This is an optimization exercise on Yosys and OpenROAD, whose aim is small area and a short achievable clock period, not a production implementation.
Function was checked by simulation only, so behaviour that the tests miss may differ from the original.
Power figures rest on the tool's default switching activity, not on a simulated workload.

File: flow/design.v
package mips_pkg;
   typedef logic [3:0] alu_func_t;
   localparam logic [5:0] FUNCT_ADD = 6'h20;
   localparam logic [5:0] FUNCT_SUB = 6'h22;
   localparam logic [5:0] FUNCT_AND = 6'h24;
   localparam logic [5:0] FUNCT_OR  = 6'h25;
   localparam logic [5:0] FUNCT_NOR = 6'h27;
   localparam logic [5:0] FUNCT_SLT = 6'h2A;
   localparam alu_func_t ALU_ADD = 4'b0010;
   localparam alu_func_t ALU_SUB = 4'b0110;
   localparam alu_func_t ALU_AND = 4'b0000;
   localparam alu_func_t ALU_OR  = 4'b0001;
   localparam alu_func_t ALU_NOR = 4'b1100;
   localparam alu_func_t ALU_SLT = 4'b0111;
   localparam alu_func_t ALU_INV = 4'b1111;
endpackage
module rf_andor #(
   parameter int N = 8
) (
   input  logic [N-1:0] s,
   input  logic [N-1:0] d,
   output logic         y
);
   assign y = |(s & d);
endmodule
module rf_nor2 (
   input  logic a,
   input  logic b,
   output logic y
);
   assign y = !(a || b);
endmodule
module rf_nand3 (
   input  logic a,
   input  logic b,
   input  logic c,
   output logic y
);
   assign y = !(a && b && c);
endmodule
module rf_aoi222 (
   input  logic a1, a2, b1, b2, c1, c2,
   output logic y
);
   assign y = !((a1 && a2) || (b1 && b2) || (c1 && c2));
endmodule
module rf_aoi22 (
   input  logic a1, a2, b1, b2,
   output logic y
);
   assign y = !((a1 && a2) || (b1 && b2));
endmodule
module rf_sel #(
   parameter int NREG   = 32,
   parameter int REG_AW = 5
) (
   input  logic              rst,
   input  logic              we,
   input  logic [REG_AW-1:0] wr_addr,
   input  logic [REG_AW-1:0] rd_addr1,
   input  logic [REG_AW-1:0] rd_addr2,
   input  logic              imm_sel,   
   input  logic              load,      
   output logic [NREG-1:1]   ld,        
   output logic [NREG-1:1]   s1,        
   output logic [NREG-1:1]   s2,        
   output logic              b1,        
   output logic              b2,        
   output logic              x2,        
   output logic              h          
);
   logic [NREG-1:1] wen;
   logic            wr_any;
   always_comb begin
      for (int i = 1; i < NREG; i++) begin
         wen[i] = we && (wr_addr == REG_AW'(i));
         ld[i]  = rst || wen[i];
         s1[i]  = load && (rd_addr1 == REG_AW'(i)) && !wen[i];
         s2[i]  = load && !imm_sel && (rd_addr2 == REG_AW'(i)) && !wen[i];
      end
   end
   assign wr_any = we && (wr_addr != '0);
   assign b1 = load && wr_any && (wr_addr == rd_addr1);
   assign b2 = load && !imm_sel && wr_any && (wr_addr == rd_addr2);
   assign x2 = load && imm_sel;
   assign h  = !load;
endmodule
module rf_rdbit #(
   parameter int NREG = 32
) (
   input  logic [NREG-1:1] s,
   input  logic [NREG-1:1] d,
   input  logic            b,    
   input  logic            wd,   
   input  logic            x,    
   input  logic            imm,  
   input  logic            h,    
   input  logic            q,    
   output logic            y
);
   logic o0, o1, o2, o3, n01, n23, f;
   rf_andor #(.N(8)) u_g0 (.s(s[8:1]),   .d(d[8:1]),   .y(o0));
   rf_andor #(.N(8)) u_g1 (.s(s[16:9]),  .d(d[16:9]),  .y(o1));
   rf_andor #(.N(8)) u_g2 (.s(s[24:17]), .d(d[24:17]), .y(o2));
   rf_andor #(.N(7)) u_g3 (.s(s[31:25]), .d(d[31:25]), .y(o3));
   rf_nor2   u_n01 (.a(o0), .b(o1), .y(n01));
   rf_nor2   u_n23 (.a(o2), .b(o3), .y(n23));
   rf_aoi222 u_f   (.a1(b), .a2(wd), .b1(x), .b2(imm), .c1(h), .c2(q), .y(f));
   rf_nand3  u_y   (.a(n01), .b(n23), .c(f), .y(y));
endmodule
module rf_rdbit1 #(
   parameter int NREG = 32
) (
   input  logic [NREG-1:1] s,
   input  logic [NREG-1:1] d,
   input  logic            b,
   input  logic            wd,
   input  logic            h,
   input  logic            q,
   output logic            y
);
   logic o0, o1, o2, o3, n01, n23, f;
   rf_andor #(.N(8)) u_g0 (.s(s[8:1]),   .d(d[8:1]),   .y(o0));
   rf_andor #(.N(8)) u_g1 (.s(s[16:9]),  .d(d[16:9]),  .y(o1));
   rf_andor #(.N(8)) u_g2 (.s(s[24:17]), .d(d[24:17]), .y(o2));
   rf_andor #(.N(7)) u_g3 (.s(s[31:25]), .d(d[31:25]), .y(o3));
   rf_nor2   u_n01 (.a(o0), .b(o1), .y(n01));
   rf_nor2   u_n23 (.a(o2), .b(o3), .y(n23));
   rf_aoi22  u_f   (.a1(b), .a2(wd), .b1(h), .b2(q), .y(f));
   rf_nand3  u_y   (.a(n01), .b(n23), .c(f), .y(y));
endmodule
module banco_registros_p #(
   parameter int DATA_W = 32,
   parameter int NREG   = 32,
   parameter int REG_AW = 5
) (
   input  logic              clk,
   input  logic              rst,
   input  logic              we,
   input  logic [REG_AW-1:0] wr_addr,
   input  logic [DATA_W-1:0] wr_data,
   input  logic [REG_AW-1:0] rd_addr1,
   input  logic [REG_AW-1:0] rd_addr2,
   input  logic              imm_sel,
   input  logic [DATA_W-1:0] imm,
   input  logic              load,
   input  logic [DATA_W-1:0] q1,        
   input  logic [DATA_W-1:0] q2,
   output logic [DATA_W-1:0] nxt1,      
   output logic [DATA_W-1:0] nxt2
);
   logic [NREG-1:1][DATA_W-1:0] regs;
   logic [NREG-1:1]             ld, s1, s2;
   logic                        b1, b2, x2, h;
   logic [DATA_W-1:0]           wdat;
   rf_sel #(.NREG(NREG), .REG_AW(REG_AW)) u_sel (
      .rst(rst), .we(we), .wr_addr(wr_addr), .rd_addr1(rd_addr1),
      .rd_addr2(rd_addr2), .imm_sel(imm_sel), .load(load),
      .ld(ld), .s1(s1), .s2(s2), .b1(b1), .b2(b2), .x2(x2), .h(h)
   );
   assign wdat = wr_data & {DATA_W{!rst}};
   always_ff @(posedge clk) begin
      for (int i = 1; i < NREG; i++) begin
         if (ld[i]) regs[i] <= wdat;
      end
   end
   for (genvar b = 0; b < DATA_W; b++) begin : g_rd
      logic [NREG-1:1] d;
      for (genvar i = 1; i < NREG; i++) begin : g_d
         assign d[i] = regs[i][b];
      end
      rf_rdbit1 #(.NREG(NREG)) u_rd1 (
         .s(s1), .d(d), .b(b1), .wd(wr_data[b]), .h(h), .q(q1[b]), .y(nxt1[b])
      );
      rf_rdbit #(.NREG(NREG)) u_rd2 (
         .s(s2), .d(d), .b(b2), .wd(wr_data[b]), .x(x2), .imm(imm[b]),
         .h(h), .q(q2[b]), .y(nxt2[b])
      );
   end
endmodule
import mips_pkg::*;
module etapa_decodificacion #(
   parameter int DATA_W = 32,
   parameter int NREG   = 32,
   parameter int REG_AW = 5
) (
   input  logic              clk,
   input  logic              rst,
   input  logic [31:0]       instruccion,
   input  logic              in_valid,
   output logic              in_ready,
   input  logic              sel,
   input  logic              sel2,
   input  logic              flush,
   input  logic              we,
   input  logic [REG_AW-1:0] wr_addr,
   input  logic [DATA_W-1:0] wr_data,
   output logic [DATA_W-1:0] salida1,
   output logic [DATA_W-1:0] salida2,
   output logic [3:0]        salida3,
   output logic [REG_AW-1:0] dest,
   output logic              out_valid,
   input  logic              out_ready
);
   logic [REG_AW-1:0] rs, rt, rd;
   logic [15:0]       imm;
   logic [5:0]        funct;
   logic [DATA_W-1:0] imm_ext, nxt1, nxt2;
   logic [REG_AW-1:0] dst_sel;
   logic [3:0]        alu_f;
   logic              xfer_in;
   assign rs    = REG_AW'(instruccion[25:21]);
   assign rt    = REG_AW'(instruccion[20:16]);
   assign rd    = REG_AW'(instruccion[15:11]);
   assign imm   = instruccion[15:0];
   assign funct = instruccion[5:0];
   assign imm_ext = {{(DATA_W-16){imm[15]}}, imm};
   assign dst_sel = sel ? rd : rt;
   always_comb begin
      alu_f = ALU_INV;
      case (funct)
         FUNCT_ADD: alu_f = ALU_ADD;
         FUNCT_SUB: alu_f = ALU_SUB;
         FUNCT_AND: alu_f = ALU_AND;
         FUNCT_OR:  alu_f = ALU_OR;
         FUNCT_NOR: alu_f = ALU_NOR;
         FUNCT_SLT: alu_f = ALU_SLT;
         default:   alu_f = ALU_INV;
      endcase
   end
   assign in_ready = !out_valid || out_ready;
   assign xfer_in  = in_valid && in_ready;
   always_ff @(posedge clk) begin
      if (rst) begin
         out_valid <= 1'b0;
      end else if (flush) begin
         out_valid <= 1'b0;
      end else if (xfer_in) begin
         out_valid <= 1'b1;
      end else if (out_ready) begin
         out_valid <= 1'b0;
      end
   end
   banco_registros_p #(
      .DATA_W(DATA_W),
      .NREG  (NREG),
      .REG_AW(REG_AW)
   ) u_banco (
      .clk     (clk),
      .rst     (rst),
      .we      (we),
      .wr_addr (wr_addr),
      .wr_data (wr_data),
      .rd_addr1(rs),
      .rd_addr2(rt),
      .imm_sel (sel2),
      .imm     (imm_ext),
      .load    (in_ready),
      .q1      (salida1),
      .q2      (salida2),
      .nxt1    (nxt1),
      .nxt2    (nxt2)
   );
   always_ff @(posedge clk) begin
      salida1 <= nxt1;
      salida2 <= nxt2;
   end
   always_ff @(posedge clk) begin
      if (in_ready) begin
         salida3 <= alu_f;
         dest    <= dst_sel;
      end
   end
endmodule
File: flow/config.mk
export PLATFORM = sky130hd
export DESIGN_NAME = etapa_decodificacion
export DESIGN_NICKNAME = etapa_decodificacion
export VERILOG_FILES = /design/flow/design.v
export SDC_FILE = /design/flow/constraint.sdc
export NUM_CORES = 4
export LEC_CHECK = 0
export ABC_CLOCK_PERIOD_IN_PS = 1000
export CAP_MARGIN = 20
export CORE_MARGIN = 2
export CORE_UTILIZATION = 40
export SETUP_SLACK_MARGIN = 2.6
export SLEW_MARGIN = 20
export SYNTH_HIERARCHICAL = 1
File: flow/constraint.sdc
create_clock -name core_clock -period 5.0 [get_ports {clk}]
set_input_delay 1.0000 -clock core_clock [delete_from_list [all_inputs] [get_ports {clk}]]
set_output_delay 1.0000 -clock core_clock [all_outputs]
set_load 0.01 [all_outputs]
File: flow/run.sh
#!/bin/bash
# synth_recipe.tcl (not shown) runs the flow's synth.tcl, then flattens the netlist and writes it again
# the make line also repeats each setting of config.mk as NAME=value (left out here)
make -C /OpenROAD-flow-scripts/flow DESIGN_CONFIG=/design/flow/config.mk WORK_HOME=/design/flow/orfs CLKGATE_MAP_FILE= SYNTH_SCRIPT=/design/flow/synth_recipe.tcl finish
==> results of run 1 <==
[layer usage]
metal,wire [um],up-vias,global-route usage (%)
met5,62,-,0
li1,-,13464,-
met2,76320,2906,44.67
met3,25310,477,8.098
met1,62820,17019,40.83
met4,7967,10,12.02
[worst paths after layout]
check        startpoint           to  slack [ns]  depth (start not counted)
max          wr_addr[4]  salida2[15]        2.25                         13
max reg2reg   out_valid   salida1[6]        2.40                         10
min          salida1[2]   salida1[2]        0.51                          2
min reg2reg  salida1[2]   salida1[2]        0.51                          2
[modules after synthesis, one instance, submodules excluded, excerpt]
module | cells | area (um2)
etapa_decodificacion | 92 | 1725
rf_aoi22 | 1 | 12.51
rf_aoi222 | 1 | 10.01
rf_nand3 | 1 | 5.005
rf_nor2 | 1 | 3.754
[cell type report]
type,instances,area (um2),share of cell area [%]
clock inverters,68,947.2,1.688
well taps,1403,1755,3.128
inverters,2,11.26,0.02006
repair buffers,402,4621,8.232
diodes,2,5.005,0.008917
flip-flops and latches,1066,31410,55.95
clock buffers,135,2925,5.212
multi-input cells,1714,14460,25.76
[worst max-delay path, stage by stage]
cell and delay (ns):
buf_8 0.11, buf_6 0.11, or4b_4 0.59, nor2_4 0.13, buf_6 0.11, nor4_4 0.04
buf_6 0.16, buf_12 0.13, buf_12 0.14, a22oi_2 0.16, nand4_1 0.22, nor2_2 0.26
nand3_1 0.11
[registers in the layout, indices dropped and copies added (netlist names)]
name	cells
out_valid	1
salida2	32
u_banco.regs	992
salida3	4
salida1	32
dest	5
[synth_stat cells (2+ instances only)]
| cell | instances |
|---|---|
| nand4b_1 | 6 |
| mux2_2 | 5 |
| nand2b_1 | 17 |
| nor2b_1 | 33 |
| inv_1 | 2 |
| nor3_1 | 48 |
| buf_2 | 7 |
| nand4bb_1 | 3 |
| buf_4 | 3 |
| nor4_1 | 16 |
| a22oi_2 | 32 |
| nor2_1 | 163 |
| a22oi_1 | 896 |
| or2_2 | 31 |
| edfxtp_1 | 1001 |
| nand3_1 | 133 |
| or3_1 | 2 |
| dfxtp_1 | 65 |
| a222oi_1 | 96 |
| clkbuf_1 | 11 |
| xnor2_1 | 8 |
| nand4_1 | 196 |
| nand2_1 | 8 |
| xor2_1 | 2 |
[what timing repair did]
item,4_1_cts,5_1_grt
gates cloned,19,10
endpoints found under the setup margin,1193,267
pin swaps,305,152
resized for setup,622,149
buffers inserted,82,7
[where the power goes]
group	internal, mW	leakage [nW]	switching [mW]
clock	5.25	1.89	3.47
combinational	0.563	5.98	1.18
sequential	10.7	10.2	0.538
total	16.5	18.1	5.19
[placed cells by master (no fill, tap or decap), types with 24 or more instances in the layout]
| cell | count |
|---|---|
| buf_12 | 48 |
| edfxtp_1 | 1001 |
| or2_4 | 26 |
| a222oi_1 | 96 |
| nor2_2 | 69 |
| dfxtp_2 | 24 |
| a22oi_2 | 178 |
| nand3_2 | 26 |
| nor2_4 | 57 |
| buf_6 | 62 |
| nor3_4 | 33 |
| nand4_1 | 196 |
| a22oi_1 | 750 |
| nor2_1 | 37 |
| clkdlybuf4s50_1 | 51 |
| dfxtp_1 | 37 |
| nand3_1 | 104 |
| buf_4 | 116 |
| dlygate4sd2_1 | 51 |
| clkbuf_16 | 113 |
[cells by family (layout without fill, tap and decap cells)]
| family | Yosys count | count (layout) |
|---|---|---|
| buf+inv | 23 | 607 |
| flops | 1066 | 1066 |
| compound gates | 1028 | 1028 |
| simple gates | 665 | 670 |
| mux | 6 | 6 |
| other cells | 0 | 2 |
| xor+xnor | 10 | 10 |
[through the flow]
step | hold WS, ns | utilization [%] | total power, mW | cell area, um2
floorplan | 0.5075 | - | 11.83 | 43920
detailed placement | 0.4800 | 45.30 | 12.89 | 48570
CTS | 0.5039 | 51.63 | 21.59 | 55350
global placement | 0.4711 | 45.25 | 12.80 | 48510
global route | 0.5265 | 52.35 | 22.19 | 56120
finish | 0.5113 | 52.36 | 21.69 | 56130
==> summary.txt, run 1 <==
Post-Synth Simple-Gate Area: 8.219%
Pin count of the biggest net entering global routing: 40
Mapped Area: 0.04329 mm2
Insertion delay to the later sink of the worst-skew pair: 0.70 ns
Largest family of logic cells by synthesized area: compound AO/OA/AOI/OAI gates
Reg clk slew, reported paths: 0.06 ns
Type of the most critical hold path: flop to flop
Final Slew Violations: 0
Drt total wl: 172500 um
Status: no timing/DRC/antenna violations
Critical Path RT: 5.55 ns
Clk sinks: 1066
Gpl congestion: 0.9273
GRT Util Overall: 29.72%
Chip Height: 333.0 um
Routed WL per cell: 35.99 um
Clock buffer depth: 3
Mapped Cells: 2798
Syn Nets: 2875
Post-synth top area share: 69.43%
Die ar.: 0.1109 mm2
Final hold violations: 0
Distinct cells, synth: 38
Synth Area in XOR/XNOR: 0.2023%
Async S/R FF share, synth: 0%
Antenna viol nets, final: 0
CTS tree: yes
Area added between synthesis and finish: 29.65%
# setup viols final: 0
CTS buffer count: 107
Setup crit start kind: input port
CP Class: input port to flop
# DRC: 0
Global-route wire length before repair: 236200 um
Arrival @ worst endpoint: 3.30 ns
Post-Synth Adder-Cell Area: 0%
I/O Buffers: 145
Dpl cells: 4469
GR Overflow Total: 0
DR iter-0 viols: 6035
Relative slew slack: 40.75%
Worst Path Max Fanout: 6
Worst slack at placement: 0.7976 ns
TritonRoute pass-1 iters: 10
Crit path time final: 2.746 ns
Compound-Gate Fraction of Synth Area: 18.74%
Final instance count without filler cells: 4792
Part of the cycle the worst path needs: 54.93%
Worst VDD drop: 0.0003017 V
CP Capture Type: flop
Fill cells: 8505
Initial antenna violation count: 9
Final worst setup slack: 2.254 ns
Total negative slack: 0 ns
Vias in the first global route: 32055
Starting Density: 40.38%
Post-synth EDFFs: 1001
Root Driver: clkbuf_16
Die W: 333.0 um
Max-Cap Viols: 0
Avg Cell Area, Syn: 15.47 um2
Layout cell share with drive strength beyond 1: 29.02%
Hpwl dp: 95680 um
Clock H-tree levels: 3
Yosys top cell by area: edfxtp_1
Mux contribution to synthesized area: 0.1532%
Yosys warning count: 9
Worst Clk Skew: 0.02461 ns
Post-synthesis register bit count: 1066
Worst-margin pin slew: 0.8868 ns
Sequential fraction of the synthesis area: 72.44%
Core Area: 0.1072 mm2
RSZ-0062 raised after global routing: true
Hold buffer count at CTS: 0
# nets final: 3370
Predominant post-synthesis flop cell: edfxtp_1
Leak: 18.10 nW
FP Rows: 120
Num ports: 152
Vias post-DR: 33876
Pwr dens: 386.5 mW/mm2
Via-per-instance ratio: 7.069
Max Clk Rate: 364.1 MHz
Top cells by area, synth: edfxtp_1 (69%), a22oi_1 (16%), dfxtp_1 (3.0%)
==> run 2, diff against run 1 <==
--- a/flow/config.mk
+++ b/flow/config.mk
@@ -8,7 +8,8 @@
 export ABC_CLOCK_PERIOD_IN_PS = 1000
 export CAP_MARGIN = 20
 export CORE_MARGIN = 2
-export CORE_UTILIZATION = 40
+export CORE_UTILIZATION = 60
+export CTS_BUF_LIST = sky130_fd_sc_hd__clkbuf_8 sky130_fd_sc_hd__clkbuf_4
 export SETUP_SLACK_MARGIN = 2.6
 export SLEW_MARGIN = 20
 export SYNTH_HIERARCHICAL = 1
==> summary.txt, run 2 <==
Worst VDD drop: 0.0003229 V (was 0.0003017 V)
Max reg flops: 992 (unchanged)
Drt total wl: 160700 um (was 172500 um)
Max-Cap Viols: 0 (unchanged)
Clock buffer depth: 3 (unchanged)
Final Slew Violations: 0 (unchanged)
Async S/R FF share, synth: 0% (unchanged)
Clk sinks: 1066 (unchanged)
Reg clk slew, reported paths: 0.07 ns (was 0.06 ns)
Mapped Cells: 2798 (unchanged)
Vias post-DR: 34237 (was 33876)
RSZ-0062 raised after global routing: true (unchanged)
Global-route wire length before repair: 221300 um (was 236200 um)
CP max stage delay: 0.69 ns (was 0.59 ns)
Worst-path cell chain: clkdlybuf4s15_2 -> nand2b_4 -> nand2b_4 -> nor4_4 -> clkbuf_16 -> a22oi_2 -> nand4_1 -> nor2_4 -> nand3_1 (was buf_8 -> buf_6 -> or4b_4 -> nor2_4 -> buf_6 -> nor4_4 -> buf_6 -> buf_12 -> buf_12 -> a22oi_2 -> nand4_1 -> nor2_2 -> nand3_1)
Core Area: 0.07149 mm2 (was 0.1072 mm2)
Post-synth EDFFs: 1001 (unchanged)
Type of the most critical hold path: flop to flop (unchanged)
Gpl congestion: 0.9140 (was 0.9273)
Worst-margin pin slew: 1.158 ns (was 0.8868 ns)
Sequential cell area: 0.03145 mm2 (was 0.03141 mm2)
Avg Cell Area, Syn: 15.47 um2 (unchanged)
Top cells by area, synth: edfxtp_1 (69%), a22oi_1 (16%), dfxtp_1 (3.0%) (unchanged)
Routed WL per cell: 36.71 um (was 35.99 um)
DR iter-0 viols: 6895 (was 6035)
FP Rows: 98 (was 120)
Hpwl dp: 89200 um (was 95680 um)
Starting Density: 60.56% (was 40.38%)
Root Driver: clkbuf_8 (was clkbuf_16)
Layout cell share with drive strength beyond 1: 29.91% (was 29.02%)
Part of the cycle the worst path needs: 51.21% (was 54.93%)
Fill cells: 4416 (was 8505)
Count leader, synth: edfxtp_1 (unchanged)
Antenna viol nets, final: 0 (unchanged)
Worst Hold Margin: 0.4621 ns (was 0.5113 ns)
# DRC: 0 (unchanged)
Max Clk Rate: 390.6 MHz (was 364.1 MHz)
Syn Nets: 2875 (unchanged)
# setup viols final: 0 (unchanged)
Arrival @ worst endpoint: 3.33 ns (was 3.30 ns)
Die ar.: 0.07432 mm2 (was 0.1109 mm2)
CP Capture Type: flop (unchanged)
Most frequent cell on the critical path: nand2b_4 (was buf_6)
Final hold violations: 0 (unchanged)
Vias in the first global route: 32544 (was 32055)
Die W: 272.6 um (was 333.0 um)
# nets final: 3374 (was 3370)
Relative slew slack: 22.78% (was 40.75%)
Total negative slack: 0 ns (unchanged)
Insertion delay to the later sink of the worst-skew pair: 0.83 ns (was 0.70 ns)
Predominant post-synthesis flop cell: edfxtp_1 (unchanged)
Slowest CP cell: nor4_4 (was or4b_4)
CTS tree: yes (unchanged)
Yosys top cell by area: edfxtp_1 (unchanged)
Yosys warning count: 9 (unchanged)
Commonest non-fill, non-tap cell in the layout: edfxtp_1 (unchanged)
TritonRoute pass-1 iters: 10 (unchanged)
Multi-input logic area: 0.01386 mm2 (was 0.01446 mm2)
Worst Clk Skew: 0.03411 ns (was 0.02461 ns)
Pin count of the biggest net entering global routing: 66 (was 40)
I/O Buffers: 145 (unchanged)
Worst Path Max Fanout: 8 (was 6)
Synth top cells by count: edfxtp_1 (1001), a22oi_1 (896), nand4_1 (196) (unchanged)
Status: no timing/DRC/antenna violations (unchanged)
Pwr dens: 377.1 mW/mm2 (was 386.5 mW/mm2)
Leak: 17.40 nW (was 18.10 nW)
Chip Height: 272.6 um (was 333.0 um)
GR Overflow Total: 0 (unchanged)
CP Class: input port to flop (unchanged)
Initial antenna violation count: 6 (was 9)
Num ports: 152 (unchanged)
Critical Path RT: 5.77 ns (was 5.55 ns)
Post-synthesis register bit count: 1066 (unchanged)
Distinct cells, synth: 38 (unchanged)
Setup crit start kind: input port (unchanged)
CTS buffer count: 164 (was 107)
Mapped Area: 0.04329 mm2 (unchanged)
Area added between synthesis and finish: 22.86% (was 29.65%)
Clock H-tree levels: 4 (was 3)
Commonest non-fill, non-tap cells in the layout: edfxtp_1 (1001), a22oi_1 (836), nand4_1 (196), clkbuf_8 (174), buf_4 (123) (was edfxtp_1 (1001), a22oi_1 (750), nand4_1 (196), a22oi_2 (178), buf_4 (116))
Sequential fraction of the synthesis area: 72.44% (unchanged)
Via-per-instance ratio: 7.822 (was 7.069)
Crit path time final: 2.560 ns (was 2.746 ns)
Hold buffer count at CTS: 0 (unchanged)
Largest registers: u_banco.regs (992), salida1 (32), salida2 (32) (unchanged)
Post-synth top area share: 69.43% (unchanged)
Biggest register: u_banco.regs (unchanged)
GRT Util Overall: 41.92% (was 29.72%)
==> run 2: path summary, 6_finish.rpt <==
path	slack [ns]	startpoint	end	depth (start not counted)
worst max-delay path	2.44	instruccion[22]	salida1[1]	9
worst min-delay path	0.46	salida1[11]	salida1[11]	2
worst max register to register	2.45	out_valid	salida1[1]	10
worst min register to register	0.46	salida1[11]	salida1[11]	2
==> run 2: area by class of cell <==
class | count | area share (%)
inverters | 2 | 0.02117
well taps | 950 | 2.235
clock buffers | 237 | 5.380
clock inverters | 56 | 0.6775
repair buffers | 354 | 6.495
multi-input cells | 1709 | 26.05
flip-flops and latches | 1066 | 59.13
diodes | 3 | 0.01411
==> run 2: critical path: cells and delay by family <==
| kind | cells | cell delay, ns |
|---|---|---|
| AO/OA/AOI/OAI | 1 | 0.09 |
| AND/OR/NAND/NOR | 6 | 1.58 |
| buffers and inverters | 2 | 0.65 |
==> run 2: cells by family (layout without fill, tap and decap cells) <==
family	Yosys count	after routing	synth area share, %
flops	1066	1066	72.44
other cells	0	3	0
simple gates	665	665	8.219
mux	6	6	0.1532
xor+xnor	10	10	0.2023
compound gates	1028	1028	18.74
buf+inv	23	649	0.2457
==> run 2: timing repair <==
item,in CTS,in global routing
gates resized for setup,684,193
cloned,11,7
setup buffers,40,21
setup endpoints to repair,1170,96
pin swaps,73,138
==> run 2: through the flow <==
stage | std cells | util (%) | instance area [um2] | worst slack, ns | total power, mW
after CTS | 4346 | 73.02 | 52200 | 2.428 | 19.89
final | 4377 | 74.40 | 53190 | 2.440 | 20.06
after global routing | 4375 | 74.40 | 53180 | 2.431 | 20.55
after detailed placement | 4002 | 66.75 | 47720 | 0.8726 | 12.82
after floorplan | 2798 | - | 43920 | 0.8134 | 11.83
after global placement | 4002 | 66.72 | 47700 | 0.8921 | 12.72
==> run 2: layer usage <==
layer	part of all wire, %	vias up	GRT usage (%)
met1	34	16771	55.89
li1	-	13464	-
met3	16	638	12.48
met5	0.078	-	0.4493
met4	6.5	10	24.29
met2	44	3354	61.74
==> run 2: report_power, final <==
part / switching, mW / internal (mW) / total (mW)
clock network: 3.40 / 3.80 / 7.20
logic: 1.14 / 0.513 / 1.66
registers: 0.492 / 10.7 / 11.2
total: 5.04 / 15.0 / 20.1
==> run 2: per-module statistics from Yosys, one instance, submodules excluded, excerpt <==
| module | flops+latches | cells | cell area [um2] |
|---|---|---|---|
| etapa_decodificacion | 74 | 92 | 1725 |
| rf_aoi22 | 0 | 1 | 12.51 |
| rf_aoi222 | 0 | 1 | 10.01 |
| rf_nand3 | 0 | 1 | 5.005 |
| rf_nor2 | 0 | 1 | 3.754 |
==> run 3, diff against run 2 <==
--- a/flow/design.v
+++ b/flow/design.v
@@ -14,41 +14,43 @@
    localparam alu_func_t ALU_SLT = 4'b0111;
    localparam alu_func_t ALU_INV = 4'b1111;
 endpackage
-module rf_andor #(
-   parameter int N = 8
-) (
-   input  logic [N-1:0] s,
-   input  logic [N-1:0] d,
-   output logic         y
-);
-   assign y = |(s & d);
-endmodule
-module rf_nor2 (
-   input  logic a,
-   input  logic b,
-   output logic y
-);
-   assign y = !(a || b);
-endmodule
-module rf_nand3 (
-   input  logic a,
-   input  logic b,
-   input  logic c,
-   output logic y
-);
-   assign y = !(a && b && c);
-endmodule
 module rf_aoi222 (
    input  logic a1, a2, b1, b2, c1, c2,
    output logic y
 );
    assign y = !((a1 && a2) || (b1 && b2) || (c1 && c2));
 endmodule
-module rf_aoi22 (
-   input  logic a1, a2, b1, b2,
-   output logic y
-);
-   assign y = !((a1 && a2) || (b1 && b2));
+module rf_nand2 (
+   input  logic a,
+   input  logic b,
+   output logic y
+);
+   assign y = !(a && b);
+endmodule
+module rf_nand3 (
+   input  logic a,
+   input  logic b,
+   input  logic c,
+   output logic y
+);
+   assign y = !(a && b && c);
+endmodule
+module rf_nand4 (
+   input  logic a,
+   input  logic b,
+   input  logic c,
+   input  logic d,
+   output logic y
+);
+   assign y = !(a && b && c && d);
+endmodule
+module rf_or3 (
+   input  logic a,
+   input  logic b,
+   input  logic c,
+   output logic y
+);
+   assign y = a || b || c;
 endmodule
 module rf_sel #(
    parameter int NREG   = 32,
@@ -98,15 +100,20 @@
    input  logic            q,    
    output logic            y
 );
-   logic o0, o1, o2, o3, n01, n23, f;
-   rf_andor #(.N(8)) u_g0 (.s(s[8:1]),   .d(d[8:1]),   .y(o0));
-   rf_andor #(.N(8)) u_g1 (.s(s[16:9]),  .d(d[16:9]),  .y(o1));
-   rf_andor #(.N(8)) u_g2 (.s(s[24:17]), .d(d[24:17]), .y(o2));
-   rf_andor #(.N(7)) u_g3 (.s(s[31:25]), .d(d[31:25]), .y(o3));
-   rf_nor2   u_n01 (.a(o0), .b(o1), .y(n01));
-   rf_nor2   u_n23 (.a(o2), .b(o3), .y(n23));
-   rf_aoi222 u_f   (.a1(b), .a2(wd), .b1(x), .b2(imm), .c1(h), .c2(q), .y(f));
-   rf_nand3  u_y   (.a(n01), .b(n23), .c(f), .y(y));
+   logic [11:0] g;
+   logic [2:0]  n;
+   for (genvar k = 0; k < 10; k++) begin : g_a
+      rf_aoi222 u_a (
+         .a1(s[3*k+1]), .a2(d[3*k+1]), .b1(s[3*k+2]), .b2(d[3*k+2]),
+         .c1(s[3*k+3]), .c2(d[3*k+3]), .y(g[k])
+      );
+   end
+   rf_aoi222 u_a10 (.a1(s[31]), .a2(d[31]), .b1(b), .b2(wd), .c1(x), .c2(imm), .y(g[10]));
+   rf_nand2  u_a11 (.a(h), .b(q), .y(g[11]));
+   rf_nand4  u_n0 (.a(g[0]), .b(g[1]), .c(g[2]),  .d(g[3]),  .y(n[0]));
+   rf_nand4  u_n1 (.a(g[4]), .b(g[5]), .c(g[6]),  .d(g[7]),  .y(n[1]));
+   rf_nand4  u_n2 (.a(g[8]), .b(g[9]), .c(g[10]), .d(g[11]), .y(n[2]));
+   rf_or3    u_y  (.a(n[0]), .b(n[1]), .c(n[2]), .y(y));
 endmodule
 module rf_rdbit1 #(
    parameter int NREG = 32
@@ -119,15 +126,19 @@
    input  logic            q,
    output logic            y
 );
-   logic o0, o1, o2, o3, n01, n23, f;
-   rf_andor #(.N(8)) u_g0 (.s(s[8:1]),   .d(d[8:1]),   .y(o0));
-   rf_andor #(.N(8)) u_g1 (.s(s[16:9]),  .d(d[16:9]),  .y(o1));
-   rf_andor #(.N(8)) u_g2 (.s(s[24:17]), .d(d[24:17]), .y(o2));
-   rf_andor #(.N(7)) u_g3 (.s(s[31:25]), .d(d[31:25]), .y(o3));
-   rf_nor2   u_n01 (.a(o0), .b(o1), .y(n01));
-   rf_nor2   u_n23 (.a(o2), .b(o3), .y(n23));
-   rf_aoi22  u_f   (.a1(b), .a2(wd), .b1(h), .b2(q), .y(f));
-   rf_nand3  u_y   (.a(n01), .b(n23), .c(f), .y(y));
+   logic [10:0] g;
+   logic [2:0]  n;
+   for (genvar k = 0; k < 10; k++) begin : g_a
+      rf_aoi222 u_a (
+         .a1(s[3*k+1]), .a2(d[3*k+1]), .b1(s[3*k+2]), .b2(d[3*k+2]),
+         .c1(s[3*k+3]), .c2(d[3*k+3]), .y(g[k])
+      );
+   end
+   rf_aoi222 u_a10 (.a1(s[31]), .a2(d[31]), .b1(b), .b2(wd), .c1(h), .c2(q), .y(g[10]));
+   rf_nand4  u_n0 (.a(g[0]), .b(g[1]), .c(g[2]), .d(g[3]), .y(n[0]));
+   rf_nand4  u_n1 (.a(g[4]), .b(g[5]), .c(g[6]), .d(g[7]), .y(n[1]));
+   rf_nand3  u_n2 (.a(g[8]), .b(g[9]), .c(g[10]), .y(n[2]));
+   rf_or3    u_y  (.a(n[0]), .b(n[1]), .c(n[2]), .y(y));
 endmodule
 module banco_registros_p #(
    parameter int DATA_W = 32,
@@ -209,6 +220,8 @@
    logic [REG_AW-1:0] dst_sel;
    logic [3:0]        alu_f;
    logic              xfer_in;
+   logic              out_empty;
+   logic              load;
    assign rs    = REG_AW'(instruccion[25:21]);
    assign rt    = REG_AW'(instruccion[20:16]);
    assign rd    = REG_AW'(instruccion[15:11]);
@@ -228,17 +241,22 @@
          default:   alu_f = ALU_INV;
       endcase
    end
-   assign in_ready = !out_valid || out_ready;
-   assign xfer_in  = in_valid && in_ready;
+   assign in_ready = out_empty || out_ready;
+   assign load     = !out_valid || out_ready;
+   assign xfer_in  = in_valid && load;
    always_ff @(posedge clk) begin
       if (rst) begin
          out_valid <= 1'b0;
+         out_empty <= 1'b1;
       end else if (flush) begin
          out_valid <= 1'b0;
+         out_empty <= 1'b1;
       end else if (xfer_in) begin
          out_valid <= 1'b1;
+         out_empty <= 1'b0;
       end else if (out_ready) begin
          out_valid <= 1'b0;
+         out_empty <= 1'b1;
       end
    end
    banco_registros_p #(
@@ -255,7 +273,7 @@
       .rd_addr2(rt),
       .imm_sel (sel2),
       .imm     (imm_ext),
-      .load    (in_ready),
+      .load    (load),
       .q1      (salida1),
       .q2      (salida2),
       .nxt1    (nxt1),
@@ -266,7 +284,7 @@
       salida2 <= nxt2;
    end
    always_ff @(posedge clk) begin
-      if (in_ready) begin
+      if (load) begin
          salida3 <= alu_f;
          dest    <= dst_sel;
       end
--- a/flow/config.mk
+++ b/flow/config.mk
@@ -8,8 +8,9 @@
 export ABC_CLOCK_PERIOD_IN_PS = 1000
 export CAP_MARGIN = 20
 export CORE_MARGIN = 2
-export CORE_UTILIZATION = 60
-export CTS_BUF_LIST = sky130_fd_sc_hd__clkbuf_8 sky130_fd_sc_hd__clkbuf_4
+export CORE_UTILIZATION = 65
+export CTS_CLUSTER_DIAMETER = 60
+export CTS_CLUSTER_SIZE = 30
 export SETUP_SLACK_MARGIN = 2.6
 export SLEW_MARGIN = 20
 export SYNTH_HIERARCHICAL = 1
==> summary.txt, run 3 <==
Layout cell share with drive strength beyond 1: 23.92% (was 29.91%)
Final instance count without filler cells: 3737 (was 4377)
Final Slew Violations: 0 (unchanged)
Commonest non-fill, non-tap cell in the layout: edfxtp_1 (unchanged)
Post-Synth Simple-Gate Area: 7.024% (was 8.219%)
Hpwl dp: 87950 um (was 89200 um)
Buffers plus inverters on the worst setup path: 3 (was 2)
RSZ-0062 raised after global routing: true (unchanged)
Max-Cap Viols: 0 (unchanged)
Num ports: 152 (unchanged)
Gpl congestion: 0.9657 (was 0.9140)
Most frequent cell on the critical path: buf_12 (was nand2b_4)
Commonest non-fill, non-tap cells in the layout: edfxtp_1 (1001), a222oi_1 (704), buf_4 (188), nand4_1 (164), buf_6 (65) (was edfxtp_1 (1001), a22oi_1 (836), nand4_1 (196), clkbuf_8 (174), buf_4 (123))
Status: no timing/DRC/antenna violations (unchanged)
Count leader, synth: edfxtp_1 (unchanged)
Top cells by area, synth: edfxtp_1 (72%), a222oi_1 (17%), dfxtp_1 (3.2%) (was edfxtp_1 (69%), a22oi_1 (16%), dfxtp_1 (3.0%))
Crit path time final: 3.128 ns (was 2.560 ns)
Area added between synthesis and finish: 23.46% (was 22.86%)
Part of the cycle the worst path needs: 62.56% (was 51.21%)
Final worst setup slack: 1.872 ns (was 2.440 ns)
Vias post-DR: 34045 (was 34237)
Overall Power: 18.27 mW (was 20.06 mW)
Pwr dens: 355.3 mW/mm2 (was 377.1 mW/mm2)
Final hold violations: 0 (unchanged)
Worst VDD drop: 0.0003988 V (was 0.0003229 V)
Worst slack at placement: 0.5333 ns (was 0.8726 ns)
Initial antenna violation count: 6 (unchanged)
Chip Height: 257.1 um (was 272.6 um)
Clock buffer depth: 3 (unchanged)
CP max stage delay: 0.61 ns (was 0.69 ns)
Post-route cell area: 0.05142 mm2 (was 0.05319 mm2)
Mapped Area: 0.04165 mm2 (was 0.04329 mm2)
# nets final: 2919 (was 3374)
Reg clk slew, reported paths: 0.11 ns (was 0.07 ns)
Sequential fraction of the synthesis area: 75.35% (was 72.44%)
Synth top cells by count: edfxtp_1 (1001), a222oi_1 (704), nand4_1 (164) (was edfxtp_1 (1001), a22oi_1 (896), nand4_1 (196))
# DRC: 0 (unchanged)
Die ar.: 0.06611 mm2 (was 0.07432 mm2)
Worst-margin pin slew: 1.197 ns (was 1.158 ns)
Slowest CP cell: or4b_4 (was nor4_4)
Clock H-tree levels: 2 (was 4)
TritonRoute pass-1 iters: 17 (was 10)
Biggest register: u_banco.regs (unchanged)
GRT Util Overall: 48.79% (was 41.92%)
Distinct cells, synth: 37 (was 38)
Root Driver: clkbuf_16 (was clkbuf_8)
Dpl cells: 3413 (was 4002)
Worst Path Max Fanout: 7 (was 8)
Synth Area in XOR/XNOR: 0.2103% (was 0.2023%)
CP Capture Type: flop (unchanged)
CTS tree: yes (unchanged)
Avg Cell Area, Syn: 17.94 um2 (was 15.47 um2)
Post-synthesis register bit count: 1067 (was 1066)
Mux contribution to synthesized area: 0.1592% (was 0.1532%)
Clk sinks: 1067 (was 1066)
# setup viols final: 0 (unchanged)
Worst Clk Skew: 0.05069 ns (was 0.03411 ns)
Post-synth top area share: 72.17% (was 69.43%)
Type of the most critical hold path: flop to flop (unchanged)
Die W: 257.1 um (was 272.6 um)
Post-synth EDFFs: 1001 (unchanged)
Syn Nets: 2399 (was 2875)
Final Util: 81.37% (was 74.40%)
Hold buffer count at CTS: 0 (unchanged)
Leak: 17.04 nW (was 17.40 nW)
Yosys warning count: 9 (unchanged)
Arrival @ worst endpoint: 3.72 ns (was 3.33 ns)
Largest registers: u_banco.regs (992), salida1 (32), salida2 (32) (unchanged)
CP Class: input port to flop (unchanged)
Async S/R FF share, synth: 0% (unchanged)
Largest family of logic cells by synthesized area: compound AO/OA/AOI/OAI gates (unchanged)
Vias in the first global route: 32192 (was 32544)
Relative slew slack: 20.18% (was 22.78%)
Worst-path cell chain: buf_12 -> or4b_4 -> nor2_4 -> nor4_4 -> buf_12 -> buf_4 -> a222oi_1 -> nand4_1 -> or3_1 (was clkdlybuf4s15_2 -> nand2b_4 -> nand2b_4 -> nor4_4 -> clkbuf_16 -> a22oi_2 -> nand4_1 -> nor2_4 -> nand3_1)
Setup crit start kind: input port (unchanged)
Total negative slack: 0 ns (unchanged)
Max reg flops: 992 (unchanged)
Yosys top cell by area: edfxtp_1 (unchanged)
DR iter-0 viols: 12038 (was 6895)
Post-Synth Adder-Cell Area: 0% (unchanged)
Max Clk Rate: 319.7 MHz (was 390.6 MHz)
Starting Density: 65.90% (was 60.56%)
Core Area: 0.06320 mm2 (was 0.07149 mm2)
Pin count of the biggest net entering global routing: 47 (was 66)
DP Area: 0.04592 mm2 (was 0.04772 mm2)
Predominant post-synthesis flop cell: edfxtp_1 (unchanged)
CTS buffer count: 54 (was 164)
Family with the most delay on the worst path: simple AND/OR/NAND/NOR gates (unchanged)
Critical Path RT: 5.59 ns (was 5.77 ns)
Global-route wire length before repair: 228200 um (was 221300 um)
Routed WL per cell: 45.27 um (was 36.71 um)
Via-per-instance ratio: 9.110 (was 7.822)
Drt total wl: 169200 um (was 160700 um)
Compound-Gate Fraction of Synth Area: 17.00% (was 18.74%)
Antenna viol nets, final: 0 (unchanged)
I/O Buffers: 145 (unchanged)
Mapped Cells: 2322 (was 2798)
Worst Hold Margin: 0.5659 ns (was 0.4621 ns)
Insertion delay to the later sink of the worst-skew pair: 0.70 ns (was 0.83 ns)
FP Rows: 92 (was 98)
GR Overflow Total: 0 (unchanged)
run 3: path summary, 6_finish.rpt:
path                                   startpoint     endpoint  slack [ns]  depth (start not counted)
worst min-delay path            u_banco.regs[908]  salida1[12]        0.57                          3
worst min register to register  u_banco.regs[908]  salida1[12]        0.57                          3
worst max register to register          out_valid  salida1[30]        2.02                         10
worst max-delay path                   wr_addr[4]  salida1[15]        1.87                          9
run 3: power breakdown:
part	internal, mW	switching [mW]
clock network	2.20	3.18
registers	10.7	0.518
logic	0.567	1.12
total	13.4	4.82
run 3: what timing repair did:
item,CTS,global route
gates resized for setup,425,96
buffers inserted,123,66
pin swaps,271,180
cloned,24,6
endpoints found under the setup margin,1696,210
endpoints found under the hold margin,0,0
run 3: per-module statistics from Yosys (local to each module, per instance), excerpt:
module                cells  copies in the design  cell area [um2]
etapa_decodificacion     96                     1             1762
rf_aoi222                 1                   704            10.01
rf_nand2                  1                    32            3.754
rf_nand3                  1                    32            5.005
rf_nand4                  1                   160            6.256
rf_or3                    1                    64            6.256
run 3: final cells by class:
cell class                 count  area [um2]
sequential                  1067       31420
fill                        3133       11780
multi-input combinational   1234       11660
timing repair buffer         483        5353
clock buffer                  59        1380
tap                          846        1059
clock inverter                40       515.5
antenna                        6       15.01
inverter                       2       11.26
run 3: cell families after synthesis:
family	after synthesis
buffers and inverters	23
DFF	1067
and+or+nand+nor	507
AOI/OAI and AO/OA	709
xor gates and xnor gates	10
muxes	6
run 3: tightest hold or removal path, cell delays in order, from the launching register on:
cell	delay (ns)
edfxtp_1	0.36
a222oi_1	0.07
nand3_1	0.07
or3_1	0.09
run 3: layer usage:
layer  part of all wire (%)  wire (um)  vias up  track usage, %
met5                  0.086        145        -               0
met4                    9.7      16410        8           34.48
li1                       -          -    12521               -
met3                     20      33120     1035           18.33
met2                     42      71130     4390           71.03
met1                     29      48380    16091           60.70

==> static timing again, ports no longer ideal <==
No port has a modelled driver above. Below, the same layouts with a new extraction and two added sets of constraints.
Step 1: set_driving_cell puts a clkbuf_16 on clk and a buf_2 on each other input, an assumption about the parent block.
Step 2, shift: input delay + t, output delay - t, t = (earliest + latest rising clock arrival at the registers) / 2. This alone moves slack from input paths to output paths.
Three values: ideal ports, drivers, drivers and shift; two values: the first two.
| run | shift t [ns] | slack for setup (ns) | latest minus earliest clock arrival (ns) | worst data-port slew with drivers (ns) | cell pins on the clock port's net |
|---|---|---|---|---|---|
| run 1 | 0.749 | 2.254 / 2.132 / 1.383 | 0.029 / 0.028 | 0.26 | 1 |
| run 2 | 0.889 | 2.440 / 2.366 / 1.478 | 0.051 / 0.051 | 0.22 | 1 |
| run 3 | 0.744 | 1.872 / 1.883 / 1.139 | 0.052 / 0.052 | 0.15 | 1 |
After both steps every run listed still meets setup and hold. For run 2, which loses most, drivers alone change the setup slack by -0.074 ns; drivers and shift together by -0.962 ns.
